Source: an optimization exercise on an open RTL-to-GDS flow (aim: small area). Production flows keep margins and buffers that such runs may drop.
The RTL was checked by simulation tests, not by an equivalence proof against the original design.

Setup of the baseline:
==> module scene_render, before the edit <==
module scene_render (
    input  video_pkg::coord_t     x_i,
    input  video_pkg::coord_t     y_i,
    input  logic                  visible_i,
    input  game_pkg::game_state_e state_i,
    input  logic [9:0]            cur_x_i,
    input  logic [9:0]            cur_y_i,
    input  logic [4:0]            pos_i,
    input  logic [4:0]            spawn_cnt_i,
    input  logic [6:0]            wrap_i,
    output video_pkg::rgb_t       pixel_o
);
    logic       on_grid;
    logic       on_path;
    logic       on_enemy;
    logic       on_cursor;
    logic       in_menu_banner;
    logic       in_over_banner;
    logic       in_ui_bar;
    logic [9:0] cx7;
    logic [9:0] cy7;
    logic [9:0] dx;
    logic [9:0] dy;
    function automatic logic ge(input logic [9:0] a, input logic [9:0] b);
        ge = game_pkg::rge(12'(a), 12'(b));
    endfunction
    function automatic logic inr(input logic [9:0] x, input logic [9:0] lo, input logic [9:0] hi);
        inr = ge(x, lo) && ge(hi, x);
    endfunction
    function automatic logic path_hit(input logic [9:0] px, input logic [9:0] py);
        path_hit = (inr(py, 10'd60,  10'd86)  && inr(px, 10'd0,   10'd520)) ||
                   (inr(px, 10'd494, 10'd520) && inr(py, 10'd60,  10'd320)) ||
                   (inr(py, 10'd294, 10'd320) && inr(px, 10'd120, 10'd520)) ||
                   (inr(px, 10'd120, 10'd146) && inr(py, 10'd164, 10'd320)) ||
                   (inr(py, 10'd164, 10'd190) && inr(px, 10'd120, 10'd400)) ||
                   (inr(px, 10'd374, 10'd400) && inr(py, 10'd164, 10'd420)) ||
                   (inr(py, 10'd394, 10'd420) && inr(px, 10'd0,   10'd400));
    endfunction
    function automatic logic mult26(input logic [9:0] c, input int n);
        mult26 = 1'b0;
        for (int k = 0; k < n; k++) begin
            if (c == 10'(26 * k)) mult26 = 1'b1;
        end
    endfunction
    assign on_grid = mult26(x_i, 25) || mult26(y_i, 19);
    assign on_path = path_hit(x_i, y_i);
    assign cx7 = cur_x_i;
    assign cy7 = cur_y_i;
    assign dx  = 10'(game_pkg::radd(12'(x_i), ~(12'(cx7)), 1'b1));
    assign dy  = 10'(game_pkg::radd(12'(y_i), ~(12'(cy7)), 1'b1));
    assign on_cursor = ((dy == 10'd5 || dy == 10'd6) && !ge(dx, 10'd12)) ||
                       ((dx == 10'd5 || dx == 10'd6) && !ge(dy, 10'd12));
    assign in_menu_banner = inr(x_i, 10'd160, 10'd479) && inr(y_i, 10'd100, 10'd139);
    assign in_over_banner = inr(x_i, 10'd200, 10'd439) && inr(y_i, 10'd180, 10'd219);
    assign in_ui_bar      = !ge(y_i, 10'd25);
    logic [19:0]     ar;
    logic [3:0]      borrow;
    localparam logic [19:0] KR = {5'd11, 5'd18, 5'd30, 5'd22};
    always_comb begin
        for (int k = 0; k < 4; k++) begin
            borrow[k]    = !game_pkg::rge(12'(KR[k*5 +: 5]), 12'(spawn_cnt_i));
            ar[k*5 +: 5] = 5'(game_pkg::radd(12'(KR[k*5 +: 5]), ~(12'(spawn_cnt_i)), !borrow[k]));
        end
    end
    enemy_hit enemy_hit_inst (
        .x_i (x_i), .y_i (y_i), .pos_i (pos_i), .wrap_i (wrap_i),
        .ar_i (ar), .borrow_i (borrow), .hit_o (on_enemy)
    );
    always_comb begin
        pixel_o = video_pkg::COL_BLACK;
        if (visible_i) begin
            case (state_i)
                game_pkg::ST_MENU: begin
                    if (in_menu_banner) begin
                        pixel_o = video_pkg::COL_WHITE;
                    end
                end
                game_pkg::ST_GAME: begin
                    pixel_o = video_pkg::COL_BG;
                    if (on_grid) begin
                        pixel_o = video_pkg::COL_GRID;
                    end
                    if (on_path) begin
                        pixel_o = video_pkg::COL_PATH;
                    end
                    if (on_enemy) begin
                        pixel_o = video_pkg::COL_ENEMY;
                    end
                    if (on_cursor) begin
                        pixel_o = video_pkg::COL_CURSOR;
                    end
                    if (in_ui_bar) begin
                        pixel_o = video_pkg::COL_UI;
                    end
                end
                game_pkg::ST_GAMEOVER: begin
                    if (in_over_banner) begin
                        pixel_o = video_pkg::COL_BANNER_RED;
                    end
                end
                default: pixel_o = video_pkg::COL_BLACK;
            endcase
        end
    end
endmodule
export LEC_CHECK = 0
export ABC_AREA = 1
export CAP_MARGIN = 0
export CORE_MARGIN = 2
export CORE_UTILIZATION = 62
export CTS_BUF_LIST = sky130_fd_sc_hd__clkbuf_8
export GPL_TIMING_DRIVEN = 0
export SETUP_SLACK_MARGIN = 0.0
export SLEW_MARGIN = 0
create_clock -name core_clock -period 12.0 [get_ports {clk}]
run.sh (not shown) runs the stock make flow with config.mk's settings and CLKGATE_MAP_FILE= SYNTH_SCRIPT=/design/flow/synth_recipe.tcl, a recipe that flattens the netlist after the stock synthesis.
The following lists how the candidate was set up differently from the baseline:
--- a/flow/design.v
+++ b/flow/design.v
@@ -394,11 +394,11 @@
                    (inr(py, 10'd394, 10'd420) && inr(px, 10'd0,   10'd400));
     endfunction
-    function automatic logic mult26(input logic [9:0] c, input int n);
+    function automatic logic mult26(input logic [9:0] c);
         mult26 = 1'b0;
-        for (int k = 0; k < n; k++) begin
+        for (int k = 0; k < 25; k++) begin
             if (c == 10'(26 * k)) mult26 = 1'b1;
         end
     endfunction
-    assign on_grid = mult26(x_i, 25) || mult26(y_i, 19);
+    assign on_grid = mult26(x_i) || mult26(y_i);
     assign on_path = path_hit(x_i, y_i);
     assign cx7 = cur_x_i;
--- outcome ---
- Relative to the baseline, the detailed-routed wire length on met2 measured on the candidate has decreased by a few percent.
- Cell count: the candidate lower than the baseline
- Compared with the baseline, final routed wirelength across all metal layers in the candidate decreased by a few percent.
- As far as worst hold slack is concerned, the baseline and the candidate perform about the same.
- Floorplan core area delta (the candidate − the baseline): unfavourable
- Looking at global-route usage across the candidate and the baseline, the one that comes out higher is the baseline.
- Against the baseline, post-layout instance area in the candidate fell slightly.
- On critical path depth: between the candidate and the baseline, it ends up lower for the candidate.
- Transition at the pin with the smallest max-transition slack delta for the candidate relative to the baseline: 0.26 ns lower
- Re post-placement cell area: the candidate is about 0.5% up on the baseline.
- The candidate falls short of the baseline in starting DRC count in detailed routing.

[re-timing with driven ports]
In the flow no input, the clock included, has a driving cell. The finished layouts below were timed again as built, in two steps. Step 1 assumes that a clkbuf_16 drives the clock port and a buf_2 every other input. Step 2 moves the port delays by t, midway between the first and last clock arrival at a register: inputs arrive t later, outputs are due t later. That takes back most of the time a late clock gives input paths. Three values: ideal, step 1, step 2; two values: the first two.
run	shift t [ns]	slack for setup (ns)	latest minus earliest clock arrival (ns)	pins driven straight from the clock port
the baseline	0.338	0.298 / 0.264 / 0.264	0.012 / 0.012	1
the candidate	0.344	0.310 / 0.280 / 0.280	0.009 / 0.008	1
After both steps every run listed still meets setup and hold. For the baseline, which loses most, drivers alone change the setup slack by -0.034 ns; drivers and shift together by -0.034 ns.
